Source: an optimization exercise on an open RTL-to-GDS flow (aim: a short achievable clock period). Production flows keep margins and buffers that such runs may drop. Where RTL was checked, it was by simulation tests only, not by an equivalence proof against the original. No functional check of the RTL was part of run 1. The clock cells of runs 1 to 3 come from the design's own scripts or RTL, not from TritonCTS. No driver is modelled on the clock port, so clock power and skew are understated where the tree is cut down; a real chip needs a root buffer or a tree. Power figures rest on the tool's default switching activity, not on a simulated workload.

<file path="design.v">
package radar_pkg;
  localparam int word_w = 32;
  localparam int param_bus_w = 4 * word_w;
  localparam int prf_count_w = 2 * word_w;
  localparam logic [word_w-1:0] chirp_count_max_init = 32'h0000_0dff;
  localparam logic [word_w-1:0] chirp_tuning_coef_init = 32'h0000_0001;
  localparam logic [word_w-1:0] chirp_freq_offset_init = 32'h0000_0b00;
  localparam logic [word_w-1:0] chirp_ctrl_word_init = 32'h0000_0020;
  localparam logic [word_w-1:0] prf_int_init = 32'h0000_0000;
  localparam logic [word_w-1:0] prf_frac_init = 32'h1d4c_0000;
  localparam logic [word_w-1:0] adc_sample_count_init = 32'h0000_01fe;
  localparam logic [3:0] process_cycles = 4'd2;
  localparam logic [3:0] overhead_cycles = 4'd2;
  typedef enum logic [2:0] {
    idle     = 3'b000,
    active   = 3'b001,
    chirp    = 3'b010,
    collect  = 3'b011,
    process  = 3'b100,
    overhead = 3'b111
  } gen_state_t;
endpackage
`timescale 1ns/1ps
module param_sync #(
  parameter logic [radar_pkg::word_w-1:0] reset_value = '0,
  parameter bit                           masked      = 1'b1
) (
  input  logic                          aclk,
  input  logic                          aresetn,
  input  logic                          ok_q,
  input  logic [radar_pkg::word_w-1:0]  din,
  output logic [radar_pkg::word_w-1:0]  dout
);
  logic [radar_pkg::word_w-1:0] din_r;
  logic [radar_pkg::word_w-1:0] din_rr;
  logic [radar_pkg::word_w-1:0] din_rrr;
  always_ff @(posedge aclk) begin
    din_r  <= din;
    din_rr <= din_r;
  end
  generate
    if (masked) begin : g_masked
      always_ff @(posedge aclk) begin
        if (!aresetn || !ok_q) begin
          din_rrr <= reset_value;
        end else begin
          din_rrr <= din_rr;
        end
      end
    end else begin : g_raw
      always_ff @(posedge aclk) begin
        din_rrr <= din_rr;
      end
    end
  endgenerate
  assign dout = din_rrr;
endmodule
`timescale 1ns/1ps
module countdown #(
  parameter int           w  = 64,
  parameter int           ch = 4,
  parameter logic [w-1:0] rv = '0
) (
  input  logic         aclk,
  input  logic         lim_rst,
  input  logic [w-1:0] src,
  input  logic         load,
  input  logic         run,
  output logic         zero,
  output logic         le1
);
  localparam int n = w / ch;
  logic [w-1:0] lim;
  logic [n-1:0] lim_cz;
  logic [n-1:0] lim_co;
  logic [n-1:0] lim_zp;
  logic         lim_zero;
  logic         lim_le1;
  logic [n-1:0] rv_cz;
  logic [n-1:0] rv_co;
  logic [n-1:0] rv_zp;
  for (genvar k = 0; k < n; k++) begin : g_lim
    assign rv_cz[k] = (rv[k*ch +: ch] == '0);
    assign rv_co[k] = (rv[k*ch +: ch] == ch'(1));
    if (k == 0) begin : g_first
      assign rv_zp[k] = 1'b1;
      always_ff @(posedge aclk) begin
        lim_zp[k] <= 1'b1;
      end
    end else begin : g_rest
      assign rv_zp[k] = (rv[k*ch-1:0] == '0);
      always_ff @(posedge aclk) begin
        lim_zp[k] <= (src[k*ch-1:0] == '0);
      end
    end
    always_ff @(posedge aclk) begin
      lim_cz[k] <= (src[k*ch +: ch] == '0);
      lim_co[k] <= (src[k*ch +: ch] == ch'(1));
    end
  end
  always_ff @(posedge aclk) begin
    lim      <= src;
    lim_zero <= (src == '0);
    lim_le1  <= (src[w-1:1] == '0);
  end
  logic [w-1:0] ld_val;
  logic [n-1:0] ld_cz;
  logic [n-1:0] ld_co;
  logic [n-1:0] ld_zp;
  logic         ld_zero;
  logic         ld_le1;
  assign ld_val  = lim_rst ? rv    : lim;
  assign ld_cz   = lim_rst ? rv_cz : lim_cz;
  assign ld_co   = lim_rst ? rv_co : lim_co;
  assign ld_zp   = lim_rst ? rv_zp : lim_zp;
  assign ld_zero = lim_rst ? (rv == '0) : lim_zero;
  assign ld_le1  = lim_rst ? (rv[w-1:1] == '0) : lim_le1;
  logic [w-1:0] cnt;
  logic [n-1:0] cz;
  logic [n-1:0] co;
  logic [n-1:0] zp;
  logic [n:0]   one_pre;
  logic [w-1:0] tgl;
  assign one_pre[0] = 1'b0;
  assign one_pre[1] = co[0];
  for (genvar k = 1; k < n; k++) begin : g_one
    assign one_pre[k+1] = one_pre[k] && cz[k];
  end
  for (genvar k = 0; k < n; k++) begin : g_tgl
    for (genvar i = 0; i < ch; i++) begin : g_bit
      if (i == 0) begin : g_lsb
        assign tgl[k*ch+i] = run && zp[k];
      end else begin : g_up
        assign tgl[k*ch+i] = run && zp[k] && (cnt[k*ch +: i] == '0);
      end
    end
  end
  always_ff @(posedge aclk) begin
    if (load) begin
      cnt  <= ld_val;
      cz   <= ld_cz;
      co   <= ld_co;
      zp   <= ld_zp;
      zero <= ld_zero;
      le1  <= ld_le1;
    end else begin
      cnt <= cnt ^ tgl;
      for (int k = 0; k < n; k++) begin
        if (run && zp[k]) begin
          cz[k] <= co[k];
          co[k] <= (cnt[k*ch +: ch] == ch'(2));
        end
        if (run && k > 0) begin
          zp[k] <= one_pre[k];
        end
      end
      zero <= zero || (run && one_pre[n]);
      if (run) begin
        le1 <= (&cz[n-1:1]) && (cnt[ch-1:0] <= ch'(2));
      end
    end
  end
endmodule
module pulse_timers (
  input  logic                          aclk,
  input  logic                          lim_rst,
  input  logic [radar_pkg::word_w-1:0]  prf_int,
  input  logic [radar_pkg::word_w-1:0]  prf_frac,
  input  logic [radar_pkg::word_w-1:0]  adc_count,
  input  logic                          st_idle,
  input  logic                          st_active,
  input  logic                          st_collect,
  input  logic                          st_process,
  input  logic                          st_overhead,
  output logic                          prf_done,
  output logic                          collect_done,
  output logic                          process_done,
  output logic                          overhead_done
);
  localparam logic [radar_pkg::prf_count_w-1:0] prf_init =
    {radar_pkg::prf_int_init, radar_pkg::prf_frac_init};
  localparam logic [radar_pkg::word_w-1:0] adc_init = radar_pkg::adc_sample_count_init;
  logic prf_zero, prf_le1;
  logic collect_zero, collect_le1;
  countdown #(.w(radar_pkg::prf_count_w), .ch(4), .rv(prf_init)) prf_i (
    .aclk    (aclk),
    .lim_rst (lim_rst),
    .src     ({prf_int, prf_frac}),
    .load    (st_idle),
    .run     (1'b1),
    .zero    (prf_zero),
    .le1     (prf_le1)
  );
  countdown #(.w(radar_pkg::word_w), .ch(4), .rv(adc_init)) collect_i (
    .aclk    (aclk),
    .lim_rst (lim_rst),
    .src     (adc_count),
    .load    (st_idle),
    .run     (st_collect),
    .zero    (collect_zero),
    .le1     (collect_le1)
  );
  assign prf_done     = prf_zero;
  assign collect_done = collect_le1;
  logic [1:0] process_count;
  logic [1:0] overhead_count;
  always_ff @(posedge aclk) begin
    if (st_idle) begin
      process_count <= radar_pkg::process_cycles[1:0];
    end else if (st_process && process_count != 2'd0) begin
      process_count <= process_count - 1'b1;
    end
  end
  always_ff @(posedge aclk) begin
    if (st_idle) begin
      overhead_count <= radar_pkg::overhead_cycles[1:0];
    end else if (st_overhead && overhead_count != 2'd0) begin
      overhead_count <= overhead_count - 1'b1;
    end
  end
  assign process_done  = (process_count <= 2'd1);
  assign overhead_done = (overhead_count <= 2'd1);
endmodule
`timescale 1ns/1ps
module pulse_sequencer (
  input  logic                   aclk,
  input  logic                   aresetn,
  input  logic                   chirp_ready,
  input  logic                   chirp_active,
  input  logic                   chirp_done,
  input  logic                   prf_done,
  input  logic                   collect_done,
  input  logic                   process_done,
  input  logic                   overhead_done,
  output logic                   st_idle,
  output logic                   st_active,
  output logic                   st_chirp,
  output logic                   st_collect,
  output logic                   st_process,
  output logic                   st_overhead,
  output logic                   chirp_init,
  output logic                   chirp_enable,
  output logic                   adc_enable
);
  always_ff @(posedge aclk) begin
    if (!aresetn) begin
      st_idle     <= 1'b1;
      st_active   <= 1'b0;
      st_chirp    <= 1'b0;
      st_collect  <= 1'b0;
      st_process  <= 1'b0;
      st_overhead <= 1'b0;
    end else begin
      st_idle     <= (st_idle && !chirp_ready) || (st_overhead && overhead_done);
      st_active   <= (st_idle && chirp_ready) || (st_active && !(chirp_ready && prf_done));
      st_chirp    <= (st_active && chirp_ready && prf_done) || (st_chirp && !chirp_done);
      st_collect  <= (st_chirp && chirp_done) || (st_collect && !collect_done);
      st_process  <= (st_collect && collect_done) || (st_process && !process_done);
      st_overhead <= (st_process && process_done) || (st_overhead && !overhead_done);
    end
  end
  logic chirp_first;
  always_ff @(posedge aclk) begin
    if (!aresetn) begin
      chirp_first <= 1'b0;
    end else begin
      chirp_first <= st_active && chirp_ready && prf_done;
    end
  end
  always_ff @(posedge aclk) begin
    if (!aresetn) begin
      chirp_enable <= 1'b0;
      chirp_init   <= 1'b0;
      adc_enable   <= 1'b0;
    end else begin
      chirp_enable <= st_chirp;
      chirp_init   <= chirp_first && !chirp_active;
      adc_enable   <= st_chirp || st_collect;
    end
  end
endmodule
`timescale 1ns/1ps
module radar_pulse_controller (
  input  logic                               aclk,
  input  logic                               aresetn,
  input  logic                               chirp_ready,
  input  logic                               chirp_active,
  input  logic                               chirp_done,
  input  logic [radar_pkg::word_w-1:0]       chirp_time_int,
  input  logic [radar_pkg::word_w-1:0]       chirp_time_frac,
  input  logic [radar_pkg::word_w-1:0]       adc_sample_time,
  input  logic [radar_pkg::param_bus_w-1:0]  chirp_parameters_in,
  output logic [radar_pkg::param_bus_w-1:0]  chirp_parameters_out,
  output logic                               chirp_init,
  output logic                               chirp_enable,
  output logic                               adc_enable
);
  logic [2:0] rst_d;
  logic       ok_q;
  logic       lim_rst;
  always_ff @(posedge aclk) begin
    rst_d   <= {rst_d[1:0], !aresetn};
    ok_q    <= aresetn && !rst_d[0];
    lim_rst <= !aresetn || (|rst_d);
  end
  logic [radar_pkg::word_w-1:0] ch_counter_max;
  logic [radar_pkg::word_w-1:0] ch_tuning_coef;
  logic [radar_pkg::word_w-1:0] ch_freq_offset;
  logic [radar_pkg::word_w-1:0] ch_ctrl_word;
  logic [radar_pkg::word_w-1:0] prf_int;
  logic [radar_pkg::word_w-1:0] prf_frac;
  logic [radar_pkg::word_w-1:0] adc_count;
  param_sync #(.reset_value(radar_pkg::chirp_count_max_init)) counter_max_sync_i (
    .aclk(aclk), .aresetn(aresetn), .ok_q(ok_q),
    .din(chirp_parameters_in[radar_pkg::word_w-1:0]), .dout(ch_counter_max)
  );
  param_sync #(.reset_value(radar_pkg::chirp_tuning_coef_init)) tuning_coef_sync_i (
    .aclk(aclk), .aresetn(aresetn), .ok_q(ok_q),
    .din(chirp_parameters_in[2*radar_pkg::word_w-1:radar_pkg::word_w]), .dout(ch_tuning_coef)
  );
  param_sync #(.reset_value(radar_pkg::chirp_freq_offset_init)) freq_offset_sync_i (
    .aclk(aclk), .aresetn(aresetn), .ok_q(ok_q),
    .din(chirp_parameters_in[3*radar_pkg::word_w-1:2*radar_pkg::word_w]), .dout(ch_freq_offset)
  );
  param_sync #(.reset_value(radar_pkg::chirp_ctrl_word_init)) ctrl_word_sync_i (
    .aclk(aclk), .aresetn(aresetn), .ok_q(ok_q),
    .din(chirp_parameters_in[4*radar_pkg::word_w-1:3*radar_pkg::word_w]), .dout(ch_ctrl_word)
  );
  assign chirp_parameters_out = {ch_ctrl_word, ch_freq_offset, ch_tuning_coef, ch_counter_max};
  param_sync #(.reset_value(radar_pkg::prf_int_init), .masked(1'b0)) prf_int_sync_i (
    .aclk(aclk), .aresetn(aresetn), .ok_q(ok_q), .din(chirp_time_int), .dout(prf_int)
  );
  param_sync #(.reset_value(radar_pkg::prf_frac_init), .masked(1'b0)) prf_frac_sync_i (
    .aclk(aclk), .aresetn(aresetn), .ok_q(ok_q), .din(chirp_time_frac), .dout(prf_frac)
  );
  param_sync #(.reset_value(radar_pkg::adc_sample_count_init), .masked(1'b0)) adc_count_sync_i (
    .aclk(aclk), .aresetn(aresetn), .ok_q(ok_q), .din(adc_sample_time), .dout(adc_count)
  );
  logic st_idle, st_active, st_chirp, st_collect, st_process, st_overhead;
  logic prf_done, collect_done, process_done, overhead_done;
  pulse_timers pulse_timers_i (
    .aclk          (aclk),
    .lim_rst       (lim_rst),
    .prf_int       (prf_int),
    .prf_frac      (prf_frac),
    .adc_count     (adc_count),
    .st_idle       (st_idle),
    .st_active     (st_active),
    .st_collect    (st_collect),
    .st_process    (st_process),
    .st_overhead   (st_overhead),
    .prf_done      (prf_done),
    .collect_done  (collect_done),
    .process_done  (process_done),
    .overhead_done (overhead_done)
  );
  pulse_sequencer pulse_sequencer_i (
    .aclk          (aclk),
    .aresetn       (aresetn),
    .chirp_ready   (chirp_ready),
    .chirp_active  (chirp_active),
    .chirp_done    (chirp_done),
    .prf_done      (prf_done),
    .collect_done  (collect_done),
    .process_done  (process_done),
    .overhead_done (overhead_done),
    .st_idle       (st_idle),
    .st_active     (st_active),
    .st_chirp      (st_chirp),
    .st_collect    (st_collect),
    .st_process    (st_process),
    .st_overhead   (st_overhead),
    .chirp_init    (chirp_init),
    .chirp_enable  (chirp_enable),
    .adc_enable    (adc_enable)
  );
endmodule
</file>
<file path="flow/run.sh">
#!/bin/bash
# Standard layout, with the clock tree of flow/cts_tree.tcl in place of TritonCTS.
set -euo pipefail
export PRE_CTS_TCL=$PWD/flow/cts_tree.tcl
export CT_CLOCK_PORT=aclk
export CT_ROOTS=${CT_ROOTS:-4}
export CT_LEAF_SIZE=${CT_LEAF_SIZE:-30}
bash standard.sh finish > standard_flow.log 2>&1
</file>
<file path="flow/cts_tree.tcl">
# Clock tree built here in place of TritonCTS: the clock port drives a few root
# buffers, each root drives the leaf buffers of its part of the die, and each
# leaf buffer drives a compact group of registers. Every register sees the same
# two buffer levels. The groups come from recursive halving of the register
# positions along the longer side, so they are balanced in size.

proc ct_split {pts} {
  # pts: list of {iterm x y}; returns two halves split at the median of the longer side
  set xs {}; set ys {}
  foreach p $pts { lappend xs [lindex $p 1]; lappend ys [lindex $p 2] }
  set xs [lsort -integer $xs]; set ys [lsort -integer $ys]
  set dx [expr {[lindex $xs end] - [lindex $xs 0]}]
  set dy [expr {[lindex $ys end] - [lindex $ys 0]}]
  set idx [expr {$dx >= $dy ? 1 : 2}]
  set s [lsort -integer -index $idx $pts]
  set h [expr {[llength $s] / 2}]
  return [list [lrange $s 0 [expr {$h - 1}]] [lrange $s $h end]]
}

proc ct_groups {pts n} {
  # split pts into n groups (n a power of two)
  if {$n <= 1} { return [list $pts] }
  lassign [ct_split $pts] a b
  return [concat [ct_groups $a [expr {$n / 2}]] [ct_groups $b [expr {$n / 2}]]]
}

proc ct_centroid {pts} {
  set sx 0; set sy 0
  foreach p $pts { set sx [expr {$sx + [lindex $p 1]}]; set sy [expr {$sy + [lindex $p 2]}] }
  set n [llength $pts]
  return [list [expr {$sx / $n}] [expr {$sy / $n}]]
}

proc ct_buffer {block master name x y in_net out_net} {
  set b [odb::dbInst_create $block $master $name]
  set w [[$b getMaster] getWidth]
  set h [[$b getMaster] getHeight]
  $b setLocation [expr {$x - $w / 2}] [expr {$y - $h / 2}]
  $b setPlacementStatus PLACED
  [$b findITerm A] connect $in_net
  [$b findITerm X] connect $out_net
  return $b
}

proc ct_build {args} {
  set block [ord::get_db_block]
  set db [ord::get_db]
  set master [$db findMaster sky130_fd_sc_hd__clkbuf_16]
  set clk_name [get_name [get_ports $::env(CT_CLOCK_PORT)]]
  set clk [$block findNet $clk_name]
  $clk setSigType CLOCK
  set pts {}
  foreach it [$clk getITerms] {
    set inst [$it getInst]
    set bb [$inst getBBox]
    set x [expr {([$bb xMin] + [$bb xMax]) / 2}]
    set y [expr {([$bb yMin] + [$bb yMax]) / 2}]
    lappend pts [list $it $x $y]
  }
  set nsink [llength $pts]
  set nroot $::env(CT_ROOTS)
  set per $::env(CT_LEAF_SIZE)
  set nleaf $nroot
  while {$nleaf * $per < $nsink} { set nleaf [expr {$nleaf * 2}] }
  puts "ct: $nsink sinks, $nroot roots, $nleaf leaves"
  set roots [ct_groups $pts $nroot]
  set r 0
  set l 0
  foreach rg $roots {
    set rnet [odb::dbNet_create $block "ct_root_${r}_net"]
    $rnet setSigType CLOCK
    set leaves [ct_groups $rg [expr {$nleaf / $nroot}]]
    set lcs {}
    foreach lg $leaves {
      set lnet [odb::dbNet_create $block "ct_leaf_${l}_net"]
      $lnet setSigType CLOCK
      foreach p $lg {
        set it [lindex $p 0]
        $it disconnect
        $it connect $lnet
      }
      lassign [ct_centroid $lg] cx cy
      ct_buffer $block $master "ct_leaf_${l}" $cx $cy $rnet $lnet
      lappend lcs [list {} $cx $cy]
      incr l
    }
    lassign [ct_centroid $lcs] cx cy
    ct_buffer $block $master "ct_root_${r}" $cx $cy $clk $rnet
    incr r
  }
  puts "ct: built $r roots and $l leaves"
}

rename clock_tree_synthesis ct_orig_clock_tree_synthesis
proc clock_tree_synthesis {args} { ct_build }
</file>
<file path="standard.sh">
#!/bin/bash
# synth_recipe.tcl (not shown) runs the flow's synth.tcl, then flattens the netlist and writes it again
# the make line also repeats each setting of config.mk as NAME=value (left out here)
make -C /OpenROAD-flow-scripts/flow DESIGN_CONFIG=/design/flow/config.mk WORK_HOME=/design/flow/orfs CLKGATE_MAP_FILE= SYNTH_SCRIPT=/design/flow/synth_recipe.tcl "${@:-finish}"
</file>
<file path="config.mk">
export PLATFORM = sky130hd
export DESIGN_NAME = radar_pulse_controller
export DESIGN_NICKNAME = radar_pulse_controller
export VERILOG_FILES = /design/flow/design.v
export SDC_FILE = /design/flow/constraint.sdc
export NUM_CORES = 4
export LEC_CHECK = 0
export ABC_CLOCK_PERIOD_IN_PS = 1300
export CAP_MARGIN = 20
export CORE_MARGIN = 2
export CORE_UTILIZATION = 60
export CTS_CLUSTER_DIAMETER = 100
export CTS_CLUSTER_SIZE = 30
export SETUP_SLACK_MARGIN = 1.6
export SLEW_MARGIN = 20
</file>
<file path="constraint.sdc">
create_clock -name core_clock -period 2.9 [get_ports {aclk}]
set_input_delay 0.5800 -clock core_clock [delete_from_list [all_inputs] [get_ports {aclk}]]
set_output_delay 0.5800 -clock core_clock [all_outputs]
set_load 0.01 [all_outputs]
</file>
==> metrics.csv, run 1 <==
stage,metric,value,unit
setup_path,worstPathArrival,0.91,ns
floorplan,start_util,60.9,%
grt,grt.met3_usage,7.89,%
timing,hold_viol,0,
worst_hold_path,hp-class,register to register,
setup_path,cp_max_fo,1,
timing,setup_slack,1.41,ns
logic_synthesis,synth-simple-area-share,10.3,%
route,drt_iter0_drc,647,
logic_synthesis,synth.area.top_cells,"dfxtp_1, edfxtp_1, and3_1",
timing,setup_viol,0,
floorplan,die_area,45500,sq um
placement,dp_hpwl,33.2,mm
logic_synthesis,ys_ff_latch,1023,
setup_path,cp-start-kind,register,
floorplan,rows,76,
run,drv_cap,0,
setup_path,reg2reg_depth,5,
floorplan,die_y,213,microns
setup_path,cp.depth,1,
logic_synthesis,synth_top_family_by_area,simple AND/OR/NAND/NOR gates,
grt,grt_pass1_vias,14503,
route,viasPerCell,5.00,
setup_path,end_kind,output port,
logic_synthesis,ys_warn_count,12,
timing,period_share,51.3,%
timing,skew,0.0203,ns
logic_synthesis,ys_seq_area_share,79.9,%
route,avgRoutedWirePerCell,18.3,microns
logic_synthesis,synthArstFlopShare,0,%
grt,antenna_found_initial,9,
grt,grtUsageMet2,35.9,%
timing,fmax,672,MHz
logic_synthesis,synth-xor-area-share,1.63,%
cells_and_area,layout_commonest_cell,dfxtp_1,
floorplan,core_region_area,43200,sq um
logic_synthesis,syn_nets,2148,
setup_path,crit_type,register to output port,
logic_synthesis,synth_edf_count,53,
cells_and_area,area.growth.synth_to_final,27.3,%
placement,place_congestion,0.763,
logic_synthesis,synth_top_area_share,73.8,%
logic_synthesis,yosysTopAreaCell,dfxtp_1,
clocking,clk_latency,0.45,ns
route,ant_nets,0,
grt,grt_max_degree,113,
cells_and_area,nets,2567,
timing,period_minus_slack,1.49,ns
worst_hold_path,min_path_cells,0,
setup_path,critPathMaxStageDelay,0.36,ns
setup_path,r2r-start,prf_frac_sync_i.din_rrr[2]$_DFF_P_,
timing,tightestPinTransition,0.603,ns
setup_path,worstPathCellList,buf_6,
logic_synthesis,avgSynthCellArea,13.9,sq um
power_and_ir_drop,power.total,0.0243,W
setup_path,critPathTopFamily,flip-flops,
cells_and_area,final_cell_mix,"dfxtp_1, clkdlybuf4s50_1, nand2_1",
setup_path,critPathRequiredTime,2.32,ns
grt,top_usage_layer,met2,
power_and_ir_drop,power_density,725,nW/um^2
grt,grt_pass1_wl,76.0,mm
outcome,status,timing/DRC/antenna clean,
clocking,cts-hold-fix-buffers,0,
placement,port_buffers,359,
setup_path,critPathBufInv,1,
grt,grt-ovfl-total,0,
logic_synthesis,synth_fa_ha_area_share,1.43,%
placement,place_ws,1.04,ns
placement,placedCellCount,2781,
route,drt_first_pass_iters,5,
setup_path,crit_start,freq_offset_sync_i.din_rrr[29]$_SDFF_PP0_,
grt,grt_use_met1,25.8,%
power_and_ir_drop,static-leakage-power,13.8,nW
timing,relSlewSlack,59.8,%
timing,slew_violations,0,
setup_path,crit_end,chirp_parameters_out[93],
setup_path,r2r-end,pulse_timers_i.prf_i.lim_zp[7]$_DFF_P_,
route,wl,52.9,mm
power_and_ir_drop,peakVddDrop,653,uV
clocking,cts.clk_slew.worst_paths,0.07,ns
logic_synthesis,yosys-mux-area-fraction,0,%
cells_and_area,final_layout_size_suffix_gt1_share,21.0,%
logic_synthesis,synth_compound_area_share,5.01,%
setup_path,cp_slowest_cell,dfxtp_2,
route,num_vias,14485,
setup_path,r2r_setup_slack,1.48,ns
logic_synthesis,synth_ff_type,dfxtp_1,
logic_synthesis,ys_types,43,
timing,setup_tns,0,ns
logic_synthesis,synth_area,26300,sq um
timing,holdWs,0.318,ns
logic_synthesis,syn_inst,1889,
route,drc,0,
timing,rsz0062_at_grt,true,
cells_and_area,instances_no_fill,2895,
cells_and_area,largestRegisters,"pulse_timers_i.prf_i.cnt x64, pulse_timers_i.prf_i.lim x64",
grt,gr-usage-all-layers,21.3,%
floorplan,die_width,213,microns
floorplan,ios,360,
power breakdown:
| group | internal, W | switching [W] | total (W) |
|---|---|---|---|
| Sequential | 0.0148 | 0.000302 | 0.0151 |
| Clock | 0.00410 | 0.00408 | 0.00818 |
| Combinational | 0.000594 | 0.000370 | 0.000963 |
metrics by stage:
step	util, %	cell area [sq um]
final	77.6	33500
after global placement	70.7	30500
after global routing	77.6	33500
after CTS	75.3	32500
after floorplan	-	26400
after detailed placement	70.7	30500
cells in the mapped netlist (2+ instances only):
library cell / n
a21oi_1: 16
nand2b_1: 5
xnor2_1: 49
and2_1: 3
o32a_1: 5
nand2_1: 131
nor2b_1: 3
edfxtp_1: 53
buf_2: 19
or2_2: 32
a22o_1: 29
clkbuf_1: 43
a22oi_1: 2
nor4_2: 9
a21o_1: 4
nor2_1: 65
nor4_1: 23
o22a_1: 19
dfxtp_1: 970
nor3_1: 4
o211ai_1: 3
nand3_1: 7
a32o_1: 5
nor4b_1: 61
o22ai_1: 2
inv_1: 47
and3_1: 117
nand3b_1: 2
o31a_1: 7
and3_2: 2
o21ai_0: 91
and4_1: 2
ha_1: 30
a21boi_0: 16
nand4_1: 5
layout make-up:
class | count | area [sq um]
Buffer | 68 | 1700
Timing Repair Buffer | 414 | 4380
Antenna cell | 4 | 10.0
Fill cell | 2698 | 9670
Inverter | 47 | 183
Tap cell | 585 | 732
Multi-Input combinational cell | 754 | 5330
Sequential cell | 1023 | 21200
layer usage:
layer / wire (microns) / part of all wire [%]
met1: 21300 / 40
met4: 1400 / 2.6
met2: 25300 / 48
met5: 80 / 0.15
met3: 4830 / 9.1
logic make-up (layout without fill, tap and decap cells):
group | after synthesis | in the layout
buffers and inverters | 112 | 529
adder cells (fa/ha/maj) | 30 | 30
AO/OA/AOI/OAI | 199 | 199
AND/OR/NAND/NOR | 476 | 476
other | 0 | 4
XOR/XNOR | 49 | 49
flip-flops | 1023 | 1023
how the worst min path moves through the flow:
stage,startpoint,endpoint,slack [ns]
after floorplan,prf_frac_sync_i.din_rr[2]$_DFF_P_,prf_frac_sync_i.din_rrr[2]$_DFF_P_,0.31
after global placement,prf_frac_sync_i.din_rr[2]$_DFF_P_,prf_frac_sync_i.din_rrr[2]$_DFF_P_,0.31
after detailed placement,adc_count_sync_i.din_r[18]$_DFF_P_,adc_count_sync_i.din_rr[18]$_DFF_P_,0.31
after CTS,adc_count_sync_i.din_r[18]$_DFF_P_,adc_count_sync_i.din_rr[18]$_DFF_P_,0.31
after global routing,prf_int_sync_i.din_rr[5]$_DFF_P_,prf_int_sync_i.din_rrr[5]$_DFF_P_,0.33
final,prf_frac_sync_i.din_rr[3]$_DFF_P_,prf_frac_sync_i.din_rrr[3]$_DFF_P_,0.32
what timing repair did:
action	4_1_cts	5_1_grt
resized for setup	199	718
endpoints found under the setup margin	498	396
hold endpoints to repair	0	0
pin swaps	12	31
cloned	2	11
setup buffers	13	16
==> inputs of run 2 (changes only) <==
--- a/design.v
+++ b/design.v
@@ -31,3 +31,4 @@
   input  logic [radar_pkg::word_w-1:0]  din,
-  output logic [radar_pkg::word_w-1:0]  dout
+  output logic [radar_pkg::word_w-1:0]  dout,
+  output logic [radar_pkg::word_w-1:0]  dmid
 );
@@ -56,2 +57,3 @@
   assign dout = din_rrr;
+  assign dmid = din_rr;
 endmodule
@@ -66,2 +68,3 @@
   input  logic [w-1:0] src,
+  input  logic [w-1:0] src_mid,
   input  logic         load,
@@ -81,2 +84,4 @@
   logic [n-1:0] rv_zp;
+  logic [n-1:0] src_cz;
+  logic [n-1:0] src_co;
   for (genvar k = 0; k < n; k++) begin : g_lim
@@ -86,14 +91,15 @@
       assign rv_zp[k] = 1'b1;
-      always_ff @(posedge aclk) begin
-        lim_zp[k] <= 1'b1;
-      end
     end else begin : g_rest
       assign rv_zp[k] = (rv[k*ch-1:0] == '0);
-      always_ff @(posedge aclk) begin
-        lim_zp[k] <= (src[k*ch-1:0] == '0);
-      end
     end
-    always_ff @(posedge aclk) begin
-      lim_cz[k] <= (src[k*ch +: ch] == '0);
-      lim_co[k] <= (src[k*ch +: ch] == ch'(1));
+  end
+  logic [n:0] src_zp;
+  assign src_zp[0] = 1'b1;
+  for (genvar k = 0; k < n; k++) begin : g_src_zp
+    assign src_zp[k+1] = src_zp[k] && src_cz[k];
+  end
+  always_ff @(posedge aclk) begin
+    for (int k = 0; k < n; k++) begin
+      src_cz[k] <= (src_mid[k*ch +: ch] == '0);
+      src_co[k] <= (src_mid[k*ch +: ch] == ch'(1));
     end
@@ -102,4 +108,7 @@
     lim      <= src;
-    lim_zero <= (src == '0);
-    lim_le1  <= (src[w-1:1] == '0);
+    lim_cz   <= src_cz;
+    lim_co   <= src_co;
+    lim_zp   <= src_zp[n-1:0];
+    lim_zero <= &src_cz;
+    lim_le1  <= (&src_cz[n-1:1]) && (src[ch-1:1] == '0);
   end
@@ -169,2 +178,5 @@
   input  logic [radar_pkg::word_w-1:0]  adc_count,
+  input  logic [radar_pkg::word_w-1:0]  prf_int_mid,
+  input  logic [radar_pkg::word_w-1:0]  prf_frac_mid,
+  input  logic [radar_pkg::word_w-1:0]  adc_count_mid,
   input  logic                          st_idle,
@@ -188,2 +200,3 @@
     .src     ({prf_int, prf_frac}),
+    .src_mid ({prf_int_mid, prf_frac_mid}),
     .load    (st_idle),
@@ -197,2 +210,3 @@
     .src     (adc_count),
+    .src_mid (adc_count_mid),
     .load    (st_idle),
@@ -312,5 +326,8 @@
   logic [radar_pkg::word_w-1:0] adc_count;
+  logic [radar_pkg::word_w-1:0] prf_int_mid;
+  logic [radar_pkg::word_w-1:0] prf_frac_mid;
+  logic [radar_pkg::word_w-1:0] adc_count_mid;
   param_sync #(.reset_value(radar_pkg::chirp_count_max_init)) counter_max_sync_i (
     .aclk(aclk), .aresetn(aresetn), .ok_q(ok_q),
-    .din(chirp_parameters_in[radar_pkg::word_w-1:0]), .dout(ch_counter_max)
+    .din(chirp_parameters_in[radar_pkg::word_w-1:0]), .dout(ch_counter_max), .dmid()
   );
@@ -318,3 +335,3 @@
     .aclk(aclk), .aresetn(aresetn), .ok_q(ok_q),
-    .din(chirp_parameters_in[2*radar_pkg::word_w-1:radar_pkg::word_w]), .dout(ch_tuning_coef)
+    .din(chirp_parameters_in[2*radar_pkg::word_w-1:radar_pkg::word_w]), .dout(ch_tuning_coef), .dmid()
   );
@@ -322,3 +339,3 @@
     .aclk(aclk), .aresetn(aresetn), .ok_q(ok_q),
-    .din(chirp_parameters_in[3*radar_pkg::word_w-1:2*radar_pkg::word_w]), .dout(ch_freq_offset)
+    .din(chirp_parameters_in[3*radar_pkg::word_w-1:2*radar_pkg::word_w]), .dout(ch_freq_offset), .dmid()
   );
@@ -326,3 +343,3 @@
     .aclk(aclk), .aresetn(aresetn), .ok_q(ok_q),
-    .din(chirp_parameters_in[4*radar_pkg::word_w-1:3*radar_pkg::word_w]), .dout(ch_ctrl_word)
+    .din(chirp_parameters_in[4*radar_pkg::word_w-1:3*radar_pkg::word_w]), .dout(ch_ctrl_word), .dmid()
   );
@@ -330,9 +347,12 @@
   param_sync #(.reset_value(radar_pkg::prf_int_init), .masked(1'b0)) prf_int_sync_i (
-    .aclk(aclk), .aresetn(aresetn), .ok_q(ok_q), .din(chirp_time_int), .dout(prf_int)
+    .aclk(aclk), .aresetn(aresetn), .ok_q(ok_q), .din(chirp_time_int), .dout(prf_int),
+    .dmid(prf_int_mid)
   );
   param_sync #(.reset_value(radar_pkg::prf_frac_init), .masked(1'b0)) prf_frac_sync_i (
-    .aclk(aclk), .aresetn(aresetn), .ok_q(ok_q), .din(chirp_time_frac), .dout(prf_frac)
+    .aclk(aclk), .aresetn(aresetn), .ok_q(ok_q), .din(chirp_time_frac), .dout(prf_frac),
+    .dmid(prf_frac_mid)
   );
   param_sync #(.reset_value(radar_pkg::adc_sample_count_init), .masked(1'b0)) adc_count_sync_i (
-    .aclk(aclk), .aresetn(aresetn), .ok_q(ok_q), .din(adc_sample_time), .dout(adc_count)
+    .aclk(aclk), .aresetn(aresetn), .ok_q(ok_q), .din(adc_sample_time), .dout(adc_count),
+    .dmid(adc_count_mid)
   );
@@ -346,2 +366,5 @@
     .adc_count     (adc_count),
+    .prf_int_mid   (prf_int_mid),
+    .prf_frac_mid  (prf_frac_mid),
+    .adc_count_mid (adc_count_mid),
     .st_idle       (st_idle),
--- a/flow/run.sh
+++ b/flow/run.sh
@@ -2,2 +2,4 @@
 # Standard layout, with the clock tree of flow/cts_tree.tcl in place of TritonCTS.
+# The standard flow's output goes to standard_flow.log; ORFS keeps each step's
+# log under orfs/logs.
 set -euo pipefail
@@ -7,2 +9,4 @@
 export CT_LEAF_SIZE=${CT_LEAF_SIZE:-30}
+export CT_ROOT_BUF=${CT_ROOT_BUF:-sky130_fd_sc_hd__inv_16}
+export CT_LEAF_BUF=${CT_LEAF_BUF:-sky130_fd_sc_hd__inv_16}
 bash standard.sh finish > standard_flow.log 2>&1
--- a/flow/cts_tree.tcl
+++ b/flow/cts_tree.tcl
@@ -1,9 +1,10 @@
 # Clock tree built here in place of TritonCTS: the clock port drives a few root
-# buffers, each root drives the leaf buffers of its part of the die, and each
-# leaf buffer drives a compact group of registers. Every register sees the same
-# two buffer levels. The groups come from recursive halving of the register
+# drivers, each root drives the leaf drivers of its part of the die, and each
+# leaf driver drives a compact group of registers. Every register sees the same
+# two levels (with inverters, the two inversions cancel). The groups come from recursive splitting of the register
 # positions along the longer side, so they are balanced in size.
 
-proc ct_split {pts} {
-  # pts: list of {iterm x y}; returns two halves split at the median of the longer side
+proc ct_split {pts na nb} {
+  # pts: list of {iterm x y}; returns two parts in the ratio na:nb, split along
+  # the longer side of their bounding box
   set xs {}; set ys {}
@@ -15,3 +16,3 @@
   set s [lsort -integer -index $idx $pts]
-  set h [expr {[llength $s] / 2}]
+  set h [expr {([llength $s] * $na + ($na + $nb) / 2) / ($na + $nb)}]
   return [list [lrange $s 0 [expr {$h - 1}]] [lrange $s $h end]]
@@ -20,6 +21,8 @@
 proc ct_groups {pts n} {
-  # split pts into n groups (n a power of two)
+  # split pts into n groups of nearly equal size
   if {$n <= 1} { return [list $pts] }
-  lassign [ct_split $pts] a b
-  return [concat [ct_groups $a [expr {$n / 2}]] [ct_groups $b [expr {$n / 2}]]]
+  set na [expr {$n / 2}]
+  set nb [expr {$n - $na}]
+  lassign [ct_split $pts $na $nb] a b
+  return [concat [ct_groups $a $na] [ct_groups $b $nb]]
 }
@@ -40,3 +43,5 @@
   [$b findITerm A] connect $in_net
-  [$b findITerm X] connect $out_net
+  foreach it [$b getITerms] {
+    if {[$it getIoType] eq "OUTPUT"} { $it connect $out_net }
+  }
   return $b
@@ -47,3 +52,4 @@
   set db [ord::get_db]
-  set master [$db findMaster sky130_fd_sc_hd__clkbuf_16]
+  set rmaster [$db findMaster $::env(CT_ROOT_BUF)]
+  set lmaster [$db findMaster $::env(CT_LEAF_BUF)]
   set clk_name [get_name [get_ports $::env(CT_CLOCK_PORT)]]
@@ -62,4 +68,5 @@
   set per $::env(CT_LEAF_SIZE)
-  set nleaf $nroot
-  while {$nleaf * $per < $nsink} { set nleaf [expr {$nleaf * 2}] }
+  # leaves per root, so that no leaf drives more than per registers
+  set lpr [expr {($nsink + $nroot * $per - 1) / ($nroot * $per)}]
+  set nleaf [expr {$lpr * $nroot}]
   puts "ct: $nsink sinks, $nroot roots, $nleaf leaves"
@@ -71,3 +78,3 @@
     $rnet setSigType CLOCK
-    set leaves [ct_groups $rg [expr {$nleaf / $nroot}]]
+    set leaves [ct_groups $rg $lpr]
     set lcs {}
@@ -82,3 +89,3 @@
       lassign [ct_centroid $lg] cx cy
-      ct_buffer $block $master "ct_leaf_${l}" $cx $cy $rnet $lnet
+      ct_buffer $block $lmaster "ct_leaf_${l}" $cx $cy $rnet $lnet
       lappend lcs [list {} $cx $cy]
@@ -87,3 +94,3 @@
     lassign [ct_centroid $lcs] cx cy
-    ct_buffer $block $master "ct_root_${r}" $cx $cy $clk $rnet
+    ct_buffer $block $rmaster "ct_root_${r}" $cx $cy $clk $rnet
     incr r
==> run 2 against run 1 <==
Compared with the run above:
- wire length is 6.6% higher
- sequential share of layout area rose by 1.8 points
- final area is 1.5% higher
- register-to-register slack lost 0.04 ns
- synthesized cell count is 1.2% higher
- combinational power grew 16%
- global-route usage grew 1.2 points
- critical path type is now register to register
- largest power group unchanged
==> metrics.csv, run 2 <==
stage,metric,value,unit,change
timing,relSlewSlack,66.8,%,was 59.8%
cells_and_area,multi_input_area,5290,sq um,was 5330 sq um
outcome,status,timing/DRC/antenna clean,,unchanged
timing,fmax,684,MHz,was 672 MHz
route,viasPerCell,5.05,,was 5.00
route,drt_iter0_drc,691,,was 647
floorplan,ios,360,,unchanged
cells_and_area,register_area,22100,sq um,"was 21,200 sq um"
logic_synthesis,ys_ff_latch,1071,,"was 1,023"
setup_path,crit_type,register to register,,was register to output port
floorplan,die_y,218,microns,was 213 microns
setup_path,reg2reg_depth,5,,unchanged
route,wl,56.4,mm,was 52.9 mm
grt,grt_max_degree,80,,was 113
floorplan,core_region_area,45200,sq um,"was 43,200 sq um"
power_and_ir_drop,static-leakage-power,14.0,nW,was 13.8 nW
cells_and_area,largestRegisters,"pulse_timers_i.prf_i.cnt x64, pulse_timers_i.prf_i.lim x64",,unchanged
timing,tightestPinTransition,0.490,ns,was 0.603 ns
timing,setup_viol,0,,unchanged
setup_path,end_kind,register,,was output port
timing,period_share,50.4,%,was 51.3%
cells_and_area,nets,2590,,"was 2,567"
setup_path,crit_start,pulse_sequencer_i.st_idle$_SDFF_PN1_,,was freq_offset_sync_i.din_rrr[29]$_SDFF_PP0_
logic_synthesis,yosysMostFrequentCell,dfxtp_1,,unchanged
timing,slew_violations,0,,unchanged
setup_path,critPathRequiredTime,2.90,ns,was 2.32 ns
route,ant_nets,0,,unchanged
setup_path,r2r-start,pulse_sequencer_i.st_idle$_SDFF_PN1_,,was prf_frac_sync_i.din_rrr[2]$_DFF_P_
setup_path,r2r-end,pulse_timers_i.prf_i.co[12]$_DFFE_PP_,,was pulse_timers_i.prf_i.lim_zp[7]$_DFF_P_
placement,port_buffers,359,,unchanged
logic_synthesis,ys_top_cells_by_count,"dfxtp_1, and3_1, nand2_1",,"was dfxtp_1, nand2_1, and3_1"
logic_synthesis,syn_nets,2171,,"was 2,148"
power_and_ir_drop,power_density,671,nW/um^2,was 725 nW/um^2
cells_and_area,fillerInstances,2886,,"was 2,698"
logic_synthesis,avgSynthCellArea,14.3,sq um,was 13.9 sq um
placement,place_congestion,0.807,,was 0.763
floorplan,die_area,47300,sq um,"was 45,500 sq um"
grt,antenna_found_initial,8,,was 9
logic_synthesis,synth_ff_type,dfxtp_1,,unchanged
clocking,clk_latency,0.25,ns,was 0.45 ns
grt,grt-ovfl-total,0,,unchanged
timing,hold_viol,0,,unchanged
worst_hold_path,min_path_cells,0,,unchanged
timing,skew,0.0151,ns,was 0.0203 ns
worst_hold_path,hp-class,register to register,,unchanged
logic_synthesis,synth_top_area_share,74.5,%,was 73.8%
grt,grt_pass1_vias,14804,,"was 14,503"
timing,period_minus_slack,1.46,ns,was 1.49 ns
grt,gr-usage-all-layers,22.6,%,was 21.3%
logic_synthesis,syn_inst,1912,,"was 1,889"
logic_synthesis,synth.area.top_cells,"dfxtp_1, edfxtp_1, and3_1",,unchanged
floorplan,start_util,60.5,%,was 60.9%
cells_and_area,layout_commonest_cell,dfxtp_1,,unchanged
floorplan,rows,78,,was 76
timing,setup_tns,0,ns,unchanged
logic_synthesis,ys_warn_count,12,,unchanged
logic_synthesis,synth_area,27400,sq um,"was 26,300 sq um"
power_and_ir_drop,peakVddDrop,623,uV,was 653 uV
route,drc,0,,unchanged
setup_path,cp_max_fo,6,,was 1
route,num_vias,14822,,"was 14,485"
setup_path,crit_end,pulse_timers_i.prf_i.co[12]$_DFFE_PP_,,was chirp_parameters_out[93]
cells_and_area,area.growth.synth_to_final,24.3,%,was 27.3%
cells_and_area,final_cell_mix,"dfxtp_1, clkdlybuf4s50_1, and3_1",,"was dfxtp_1, clkdlybuf4s50_1, nand2_1"
setup_path,cp-start-kind,register,,unchanged
logic_synthesis,ys_types,53,,was 43
run,drv_cap,0,,unchanged
route,drt_first_pass_iters,5,,unchanged
logic_synthesis,yosysTopAreaCell,dfxtp_1,,unchanged
timing,holdWs,0.328,ns,was 0.318 ns
placement,dp_hpwl,34.2,mm,was 33.2 mm
route,avgRoutedWirePerCell,19.2,microns,was 18.3 microns
grt,grt_pass1_wl,83.1,mm,was 76.0 mm
setup_path,worstPathArrival,1.46,ns,was 0.91 ns
clocking,cts.clk_slew.worst_paths,0.09,ns,was 0.07 ns
timing,rsz0062_at_grt,true,,unchanged
logic_synthesis,synth_edf_count,53,,unchanged
floorplan,die_width,218,microns,was 213 microns
clocking,cts-hold-fix-buffers,0,,unchanged
logic_synthesis,ys_seq_area_share,80.3,%,was 79.9%
logic_synthesis,synthArstFlopShare,0,%,unchanged
setup_path,r2r_setup_slack,1.44,ns,was 1.48 ns
cells_and_area,final_layout_size_suffix_gt1_share,19.3,%,was 21.0%
-- run 2: cell count changes after synthesis, sizes merged, moves of 11 or more --
cell	previous run	this run
dfxtp	970	1018
nor2	65	33
nand2	132	106
a21boi	16	3
o21ai	91	78
nor3b	0	12
xnor2	49	60
-- run 2: layout make-up --
type	count	area share [%]
Antenna cell	5	0.0368
Timing Repair Buffer	438	14.2
Multi-Input combinational cell	730	15.6
Inverter	90	2.94
Tap cell	600	2.21
Sequential cell	1071	65.0
-- run 2: what timing repair did --
| item | CTS | global route |
|---|---|---|
| resized for setup | 204 | 690 |
| setup endpoints to repair | 478 | 393 |
| pin swaps | 33 | 40 |
| buffers inserted | 31 | 17 |
| gates cloned | 21 | 5 |
-- run 2: how the worst min path moves through the flow --
| stage | startpoint | endpoint |
|---|---|---|
| final | prf_int_sync_i.din_r[22]$_DFF_P_ | prf_int_sync_i.din_rr[22]$_DFF_P_ |
| after global routing | pulse_timers_i.prf_i.src_co[14]$_DFF_P_ | pulse_timers_i.prf_i.lim_co[14]$_DFF_P_ |
| after CTS | counter_max_sync_i.din_r[12]$_DFF_P_ | counter_max_sync_i.din_rr[12]$_DFF_P_ |
| after detailed placement | adc_count_sync_i.din_r[10]$_DFF_P_ | adc_count_sync_i.din_rr[10]$_DFF_P_ |
| after global placement | tuning_coef_sync_i.din_r[0]$_DFF_P_ | tuning_coef_sync_i.din_rr[0]$_DFF_P_ |
| after floorplan | adc_count_sync_i.din_r[0]$_DFF_P_ | adc_count_sync_i.din_rr[0]$_DFF_P_ |
-- run 2: critical path: stages, from the launching register on --
cell and delay [ns]:
dfxtp_4 0.38, buf_6 0.13, and2b_4 0.22, buf_12 0.16, buf_16 0.14, a22o_1 0.20
-- run 2: power breakdown --
part           switching [W]  internal (W)
registers           0.000293        0.0155
clock network        0.00498      0.000903
logic               0.000427      0.000695
-- run 2: through the flow --
| stage | utilization [%] | setup WS (ns) | cells | cell area, sq um | power [W] |
|---|---|---|---|---|---|
| after floorplan | - | 1.57 | 1912 | 27400 | 0.0164 |
| after global placement | 69.8 | 0.926 | 2815 | 31600 | 0.0169 |
| after detailed placement | 69.8 | 0.861 | 2815 | 31600 | 0.0170 |
| after CTS | 73.6 | 1.45 | 2907 | 33300 | 0.0220 |
| after global routing | 75.2 | 1.42 | 2933 | 34000 | 0.0237 |
| final | 75.2 | 1.44 | 2934 | 34000 | 0.0228 |
-- run 2: logic make-up after synthesis --
kind of cell | after synthesis | synth area share, %
AND/OR/NAND/NOR | 447 | 9.96
XOR/XNOR | 60 | 1.92
flip-flops | 1071 | 80.3
adder cells (fa/ha/maj) | 30 | 1.37
AO/OA/AOI/OAI | 189 | 4.66
buffers and inverters | 115 | 1.78
-- run 2: metal layers --
layer | share of wire, % | global-route usage (%) | wire length, microns
met1 | 41 | 28.4 | 23200
met4 | 2.0 | 3.95 | 1160
met3 | 8.7 | 7.77 | 4890
met5 | 0.066 | 0 | 37
met2 | 48 | 38.2 | 27100
==> inputs of run 3 (changes only) <==
--- a/flow/run.sh
+++ b/flow/run.sh
@@ -9,4 +9,4 @@
 export CT_LEAF_SIZE=${CT_LEAF_SIZE:-30}
-export CT_ROOT_BUF=${CT_ROOT_BUF:-sky130_fd_sc_hd__inv_16}
-export CT_LEAF_BUF=${CT_LEAF_BUF:-sky130_fd_sc_hd__inv_16}
+export CT_ROOT_BUF=${CT_ROOT_BUF:-sky130_fd_sc_hd__clkbuf_16}
+export CT_LEAF_BUF=${CT_LEAF_BUF:-sky130_fd_sc_hd__clkbuf_16}
 bash standard.sh finish > standard_flow.log 2>&1
--- a/flow/cts_tree.tcl
+++ b/flow/cts_tree.tcl
@@ -1,5 +1,5 @@
 # Clock tree built here in place of TritonCTS: the clock port drives a few root
-# drivers, each root drives the leaf drivers of its part of the die, and each
-# leaf driver drives a compact group of registers. Every register sees the same
-# two levels (with inverters, the two inversions cancel). The groups come from recursive splitting of the register
+# buffers, each root drives the leaf buffers of its part of the die, and each
+# leaf buffer drives a compact group of registers. Every register sees the same
+# two buffer levels. The groups come from recursive splitting of the register
 # positions along the longer side, so they are balanced in size.
@@ -43,5 +43,3 @@
   [$b findITerm A] connect $in_net
-  foreach it [$b getITerms] {
-    if {[$it getIoType] eq "OUTPUT"} { $it connect $out_net }
-  }
+  [$b findITerm X] connect $out_net
   return $b
==> run 3 against run 2 <==
Compared with the run above:
- worst hold slack about the same
- global-route usage shrank 0.060 points
- register-to-register slack improved by 0.04 ns
- clock skew rose by 0.011 ns
- power up 2.4%
- sequential share of layout area is 1.3 points lower
- critical path type is now register to output port
- critical endpoint is now chirp_parameters_out[126]
==> metrics.csv, run 3 <==
stage,metric,value,unit,change
outcome,status,timing/DRC/antenna clean,,unchanged
run,drv_cap,0,,unchanged
timing,period_share,49.6,%,was 50.4%
logic_synthesis,synth_ff_type,dfxtp_1,,unchanged
logic_synthesis,yosysMostFrequentCell,dfxtp_1,,unchanged
clocking,clk_latency,0.41,ns,was 0.25 ns
logic_synthesis,ys_types,53,,unchanged
placement,port_buffers,359,,unchanged
placement,placedCellCount,2815,,unchanged
power_and_ir_drop,power.total,0.0234,W,was 0.0228 W
grt,grt_max_degree,80,,unchanged
setup_path,crit_type,register to output port,,was register to register
timing,setup_viol,0,,unchanged
setup_path,cp_max_fo,1,,was 6
route,drt_first_pass_iters,4,,was 5
power_and_ir_drop,static-leakage-power,14.4,nW,was 14.0 nW
logic_synthesis,syn_nets,2171,,unchanged
grt,grt_pass1_wl,83.0,mm,was 83.1 mm
cells_and_area,finalInstanceArea,34700,sq um,"was 34,000 sq um"
cells_and_area,final_layout_size_suffix_gt1_share,22.1,%,was 19.3%
setup_path,end_kind,output port,,was register
route,ant_nets,0,,unchanged
timing,setup_slack,1.46,ns,was 1.44 ns
grt,grt-ovfl-total,0,,unchanged
logic_synthesis,synth.area.top_cells,"dfxtp_1, edfxtp_1, and3_1",,unchanged
setup_path,worstPathArrival,0.86,ns,was 1.46 ns
grt,gr-usage-all-layers,22.5,%,was 22.6%
timing,slew_violations,0,,unchanged
placement,place_congestion,0.807,,unchanged
timing,relSlewSlack,65.1,%,was 66.8%
clocking,cts-hold-fix-buffers,0,,unchanged
route,wl,57.3,mm,was 56.4 mm
timing,setup_tns,0,ns,unchanged
floorplan,die_y,218,microns,unchanged
logic_synthesis,synth_area,27400,sq um,unchanged
cells_and_area,largestRegisters,"pulse_timers_i.prf_i.cnt x64, pulse_timers_i.prf_i.lim x64",,unchanged
floorplan,die_width,218,microns,unchanged
route,drt_iter0_drc,731,,was 691
logic_synthesis,synth_edf_count,53,,unchanged
floorplan,start_util,60.5,%,unchanged
power_and_ir_drop,power_density,673,nW/um^2,was 671 nW/um^2
floorplan,core_region_area,45200,sq um,unchanged
setup_path,critPathMaxStageDelay,0.33,ns,was 0.38 ns
floorplan,rows,78,,unchanged
route,viasPerCell,5.11,,was 5.05
grt,grt_pass1_vias,14837,,"was 14,804"
placement,place_ws,0.861,ns,unchanged
cells_and_area,area.growth.synth_to_final,26.8,%,was 24.3%
logic_synthesis,synthArstFlopShare,0,%,unchanged
logic_synthesis,ys_top_cells_by_count,"dfxtp_1, and3_1, nand2_1",,unchanged
logic_synthesis,synth_top_area_share,74.5,%,unchanged
setup_path,critPathTopFamily,flip-flops,,was buffers and inverters
route,avgRoutedWirePerCell,19.5,microns,was 19.2 microns
floorplan,ios,360,,unchanged
cells_and_area,layout_commonest_cell,dfxtp_1,,unchanged
logic_synthesis,ys_warn_count,12,,unchanged
setup_path,critPathBufInv,1,,was 3
setup_path,cp_slowest_cell,dfxtp_1,,was dfxtp_4
timing,fmax,695,MHz,was 684 MHz
logic_synthesis,avgSynthCellArea,14.3,sq um,unchanged
placement,dpl-instance-area,31600,sq um,unchanged
route,drc,0,,unchanged
clocking,cts.clk_slew.worst_paths,0.11,ns,was 0.09 ns
cells_and_area,instances_no_fill,2943,,"was 2,934"
placement,dp_hpwl,34.2,mm,unchanged
timing,rsz0062_at_grt,true,,unchanged
timing,hold_viol,0,,unchanged
timing,skew,0.0257,ns,was 0.0151 ns
floorplan,die_area,47300,sq um,unchanged
cells_and_area,final_cell_mix,"dfxtp_1, clkdlybuf4s50_1, and3_1",,unchanged
logic_synthesis,ys_ff_latch,1071,,unchanged
logic_synthesis,syn_inst,1912,,unchanged
setup_path,cp-start-kind,register,,unchanged
power_and_ir_drop,peakVddDrop,688,uV,was 623 uV
logic_synthesis,yosysTopAreaCell,dfxtp_1,,unchanged
route,num_vias,15049,,"was 14,822"
cells_and_area,nets,2599,,"was 2,590"
logic_synthesis,ys_seq_area_share,80.3,%,unchanged
timing,period_minus_slack,1.44,ns,was 1.46 ns
grt,antenna_found_initial,7,,was 8
setup_path,worstPathCellList,buf_2,,was buf_6 > and2b_4 > buf_12 > buf_16 > a22o_1
timing,tightestPinTransition,0.517,ns,was 0.490 ns
setup_path,critPathRequiredTime,2.32,ns,was 2.90 ns
worst_hold_path,hp-class,register to register,,unchanged
==> run 3: cell type report <==
type                       instances  area, sq um
sequential                      1071        22100
fill                            2761        10500
multi-input combinational        730         5470
timing repair buffer             446         5130
buffer                            40         1000
tap                              600          751
inverter                          50          208
antenna                            5         12.5
timing repair inverter             1         8.76
==> run 3: worst paths after layout <==
path                                                               from                                   end  slack (ns)  cells past startpoint
worst min-delay path                 adc_count_sync_i.din_r[27]$_DFF_P_   adc_count_sync_i.din_rr[27]$_DFF_P_        0.33                      0
worst min register to register       adc_count_sync_i.din_r[27]$_DFF_P_   adc_count_sync_i.din_rr[27]$_DFF_P_        0.33                      0
worst max register to register     pulse_sequencer_i.st_idle$_SDFF_PN1_  pulse_timers_i.prf_i.cnt[55]$_DFF_P_        1.48                      6
worst max-delay path            ctrl_word_sync_i.din_rrr[30]$_SDFF_PP0_             chirp_parameters_out[126]        1.46                      1
==> run 3: cell families (layout without fill, tap and decap cells) <==
| family | count (synthesis) | after routing | synth area share (%) |
|---|---|---|---|
| XOR/XNOR | 60 | 60 | 1.92 |
| adder cells (fa/ha/maj) | 30 | 30 | 1.37 |
| AND/OR/NAND/NOR | 447 | 451 | 9.96 |
| other | 0 | 5 | 0 |
| AO/OA/AOI/OAI | 189 | 189 | 4.66 |
| flip-flops | 1071 | 1071 | 80.3 |
| buffers and inverters | 115 | 537 | 1.78 |
==> run 3: layer usage <==
layer	track usage (%)	up-vias	share of wire [%]
met2	37.9	390	48
li1	-	7280	-
met5	0	-	0.047
met3	7.71	85	8.9
met1	28.4	7290	41
met4	4.25	4	2.2
==> run 3: through the flow <==
step                      utilization [%]  hold slack [ns]
after floorplan                         -            0.310
after global placement               69.8            0.310
after detailed placement             69.8            0.312
after CTS                            74.0            0.312
after global routing                 76.8            0.328
final                                76.8            0.327
==> run 3: power by group <==
part / switching [W] / internal, W / total (W)
clock: 0.00389 / 0.00250 / 0.00639
sequential: 0.000308 / 0.0155 / 0.0158
combinational: 0.000435 / 0.000708 / 0.00114
total: 0.00463 / 0.0187 / 0.0234
==> run 3: timing repair <==
item / in CTS / in global routing
setup endpoints to repair: 478 / 386
gates resized for setup: 207 / 849
setup buffers: 35 / 16
gates cloned: 18 / 14
pin swaps: 11 / 97
==> inputs of run 4 (changes only) <==
==> run.sh (new file) <==
#!/bin/bash
# synth_recipe.tcl (not shown) runs the flow's synth.tcl, then flattens the netlist and writes it again
# the make line also repeats each setting of config.mk as NAME=value (left out here)
make -C /OpenROAD-flow-scripts/flow DESIGN_CONFIG=/design/flow/config.mk WORK_HOME=/design/flow/orfs CLKGATE_MAP_FILE= SYNTH_SCRIPT=/design/flow/synth_recipe.tcl finish
removed: flow/run.sh
removed: flow/cts_tree.tcl
removed: standard.sh
==> run 4 against run 3 <==
Compared with the run above:
- still clean on timing, DRC and antenna
- via count up 1.1%
- final area rose by 2.2%
- power rose by 2.9%
==> metrics.csv, run 4 <==
stage,metric,value,unit,change
logic_synthesis,synth_ff_type,dfxtp_1,,unchanged
timing,holdWs,0.321,ns,was 0.327 ns
logic_synthesis,avgSynthCellArea,14.3,sq um,unchanged
route,met3WireLength,5.36,mm,was 5.10 mm
timing,skew,0.0245,ns,was 0.0257 ns
timing,setup_viol,0,,unchanged
timing,relSlewSlack,65.1,%,about the same
route,drc,0,,unchanged
setup_path,crit_type,register to register,,was register to output port
run,drv_cap,0,,unchanged
clocking,cts.clk_slew.worst_paths,0.11,ns,about the same
setup_path,crit_path_frequent_cell,buf_6,,
grt,antenna_found_initial,8,,was 7
route,viasPerCell,5.09,,was 5.11
grt,grt-ovfl-total,0,,unchanged
logic_synthesis,synth_area,27400,sq um,unchanged
logic_synthesis,yosysTopAreaCell,dfxtp_1,,unchanged
route,drt_first_pass_iters,4,,unchanged
logic_synthesis,ys_ff_latch,1071,,unchanged
route,drt_iter0_drc,895,,was 731
timing,fmax,602,MHz,was 695 MHz
floorplan,die_y,218,microns,unchanged
logic_synthesis,ys_top_cells_by_count,"dfxtp_1, and3_1, nand2_1",,unchanged
setup_path,cp.depth,8,,was 1
floorplan,die_width,218,microns,unchanged
setup_path,r2r-end,pulse_timers_i.prf_i.zp[13]$_DFF_P_,,was pulse_timers_i.prf_i.cnt[55]$_DFF_P_
setup_path,crit_start,pulse_sequencer_i.st_idle$_SDFF_PN1_,,was ctrl_word_sync_i.din_rrr[30]$_SDFF_PP0_
floorplan,rows,78,,unchanged
clocking,clk_latency,0.62,ns,was 0.41 ns
clocking,cts_tree,done,,
logic_synthesis,ys_warn_count,12,,unchanged
timing,hold_viol,0,,unchanged
logic_synthesis,synth.area.top_cells,"dfxtp_1, edfxtp_1, and3_1",,unchanged
floorplan,core_region_area,45200,sq um,unchanged
route,dr.max_layer_used,met5,,unchanged
setup_path,r2r_setup_slack,1.24,ns,was 1.48 ns
power_and_ir_drop,peakVddDrop,686,uV,was 688 uV
clocking,htreeDepth,2,,
power_and_ir_drop,power_density,678,nW/um^2,was 673 nW/um^2
setup_path,r2r-start,pulse_sequencer_i.st_idle$_SDFF_PN1_,,unchanged
route,wl_met2,28.7,mm,was 27.6 mm
timing,tightestPinTransition,0.516,ns,was 0.517 ns
setup_path,critPathTopFamily,buffers and inverters,,was flip-flops
cells_and_area,nets,2625,,"was 2,599"
floorplan,die_area,47300,sq um,unchanged
timing,rsz0062_at_grt,true,,unchanged
logic_synthesis,syn_nets,2171,,unchanged
power_and_ir_drop,static-leakage-power,14.7,nW,was 14.4 nW
logic_synthesis,yosysMostFrequentCell,dfxtp_1,,unchanged
placement,dp_hpwl,34.2,mm,unchanged
logic_synthesis,synthArstFlopShare,0,%,unchanged
setup_path,critPathBufInv,5,,was 1
logic_synthesis,synth_top_area_share,74.5,%,unchanged
setup_path,critPathRequiredTime,3.45,ns,was 2.32 ns
placement,place_congestion,0.807,,unchanged
setup_path,crit_end,pulse_timers_i.prf_i.zp[13]$_DFF_P_,,was chirp_parameters_out[126]
setup_path,worstPathCellList,buf_6 > buf_6 > buf_8 > buf_6 > nand4b_4 > nor4_4 > buf_4 > a32o_1,,was buf_2
grt,grt_pass1_wl,84.6,mm,was 83.0 mm
floorplan,ios,360,,unchanged
setup_path,end_kind,register,,was output port
logic_synthesis,syn_inst,1912,,unchanged
clocking,cts-hold-fix-buffers,0,,unchanged
route,met1_length,24.1,mm,was 23.3 mm
timing,period_share,57.3,%,was 49.6%
clocking,clock_path_buffers,3,,
setup_path,cp-start-kind,register,,unchanged
outcome,status,timing/DRC/antenna clean,,unchanged
cells_and_area,layout_commonest_cell,dfxtp_1,,unchanged
cells_and_area,final_cell_mix,"dfxtp_1, clkdlybuf4s50_1, buf_6",,"was dfxtp_1, clkdlybuf4s50_1, and3_1"
route,avgRoutedWirePerCell,20.0,microns,was 19.5 microns
logic_synthesis,ys_types,53,,unchanged
grt,grt_max_degree,85,,was 80
floorplan,start_util,60.5,%,unchanged
logic_synthesis,synth_edf_count,53,,unchanged
logic_synthesis,ys_seq_area_share,80.3,%,unchanged
timing,slew_violations,0,,unchanged
route,ant_nets,0,,unchanged
clocking,root_buffer,clkbuf_16,,
setup_path,worstPathArrival,2.21,ns,was 0.86 ns
timing,setup_tns,0,ns,unchanged
placement,port_buffers,359,,unchanged
route,num_vias,15212,,"was 15,049"
setup_path,cp_max_fo,6,,was 1
cells_and_area,final_layout_size_suffix_gt1_share,25.2,%,was 22.1%
clocking,clock-sinks,1071,,
route,wl,59.8,mm,was 57.3 mm
setup_path,reg2reg_depth,8,,was 6
timing,period_minus_slack,1.66,ns,was 1.44 ns
clocking,numCtsBuffers,41,,
grt,grt_pass1_vias,15061,,"was 14,837"
worst_hold_path,hp-class,register to register,,unchanged
grt,gr-usage-all-layers,23.6,%,was 22.5%
cells_and_area,area.growth.synth_to_final,29.6,%,was 26.8%
setup_path,critPathMaxStageDelay,0.38,ns,was 0.33 ns
setup_path,cp_slowest_cell,dfxtp_4,,was dfxtp_1
cells_and_area,largestRegisters,"pulse_timers_i.prf_i.cnt x64, pulse_timers_i.prf_i.lim x64",,unchanged
==> run 4: power breakdown <==
group,total [W],internal (W),leakage (nW),switching [W]
combinational,0.00130,0.000798,5.05,0.000504
clock,0.00691,0.00276,0.556,0.00415
sequential,0.0158,0.0155,9.07,0.000304
==> run 4: what timing repair did <==
action	in CTS	in global routing
setup endpoints to repair	436	368
setup buffers	46	28
resized for setup	886	275
cloned	22	12
pin swaps	59	105
==> run 4: kinds of logic after synthesis <==
logic type	share of synthesized area, %
AO/OA/AOI/OAI	4.66
flip-flops	80.3
adder cells (fa/ha/maj)	1.37
buffers and inverters	1.78
AND/OR/NAND/NOR	9.96
XOR/XNOR	1.92
==> run 4: area by class of cell <==
class,count,area (sq um)
repair buffers,473,5550
fillers,2639,9740
clock inverters,2,20.0
diodes,5,12.5
multi-input cells,728,5650
clock buffers,56,1120
well taps,600,751
inverters,50,204
repair inverters,1,8.76
flip-flops and latches,1071,22100
==> run 4: routing by layer <==
metal / GRT usage (%) / up-vias
met5: 0 / -
met4: 6.60 / 6
met3: 9.72 / 97
met2: 38.5 / 411
met1: 28.8 / 7352
li1: - / 7346
==> run 4: worst reg2reg max path, cell delays in order, from the launching register on <==
cell      delay [ns]
dfxtp_4         0.38
buf_6           0.12
buf_6           0.11
buf_8           0.11
buf_6           0.11
nand4b_4        0.24
nor4_4          0.18
buf_4           0.19
a32o_1          0.17
==> run 4: worst min path at each step <==
stage / startpoint / end / slack, ns / cells after the start
final: prf_frac_sync_i.din_rrr[5]$_DFF_P_ / pulse_timers_i.prf_i.lim[5]$_DFF_P_ / 0.32 / 0
after detailed placement: adc_count_sync_i.din_r[10]$_DFF_P_ / adc_count_sync_i.din_rr[10]$_DFF_P_ / 0.31 / 0
after CTS: adc_count_sync_i.din_r[3]$_DFF_P_ / adc_count_sync_i.din_rr[3]$_DFF_P_ / 0.33 / 0
after global placement: tuning_coef_sync_i.din_r[0]$_DFF_P_ / tuning_coef_sync_i.din_rr[0]$_DFF_P_ / 0.31 / 0
after floorplan: adc_count_sync_i.din_r[0]$_DFF_P_ / adc_count_sync_i.din_rr[0]$_DFF_P_ / 0.31 / 0
after global routing: freq_offset_sync_i.din_r[2]$_DFF_P_ / freq_offset_sync_i.din_rr[2]$_DFF_P_ / 0.33 / 0
==> run 4: per-stage QoR <==
| step | std cells | power, W | utilization (%) | setup slack [ns] | instance area (sq um) |
|---|---|---|---|---|---|
| 2_1_floorplan | 1912 | 0.0164 | - | 1.57 | 27400 |
| 3_3_place_gp | 2815 | 0.0169 | 69.8 | 0.926 | 31600 |
| 3_5_place_dp | 2815 | 0.0170 | 69.8 | 0.861 | 31600 |
| 4_1_cts | 2941 | 0.0239 | 75.6 | 1.22 | 34100 |
| 5_1_grt | 2985 | 0.0249 | 78.4 | 1.20 | 35400 |
| 6_report | 2986 | 0.0240 | 78.5 | 1.24 | 35500 |

## port drivers added, routing unchanged
The flow's constraints put no driver on any port. The routed layouts listed below were extracted and timed again, unchanged, in two steps.
Step 1 (the two cells are an assumption about what drives the block):
set clk [get_ports {aclk}]
set_driving_cell -lib_cell sky130_fd_sc_hd__clkbuf_16 $clk
set_driving_cell -lib_cell sky130_fd_sc_hd__buf_2 [delete_from_list [all_inputs] $clk]
Step 2 moves the port delays by t, midway between the first and last clock arrival at a register: inputs arrive t later, outputs are due t later. That takes back most of the time a late clock gives input paths.
a / b / c = ideal ports / drivers / drivers and shift; a / b = the first two.
run	t (ns)	setup slack, ns	worst register clock-pin slew, ns
run 1	0.559	1.412 / 1.290 / 1.476	0.07 / 0.07
run 2	0.471	1.439 / 1.321 / 1.438	0.10 / 0.10
run 3	0.513	1.462 / 1.344 / 1.476	0.11 / 0.11
run 4	0.657	1.239 / 1.196 / 1.221	0.12 / 0.12
After both steps setup and hold are still met in every run listed. For run 4, which loses most, drivers alone change the setup slack by -0.043 ns; drivers and shift together by -0.018 ns.
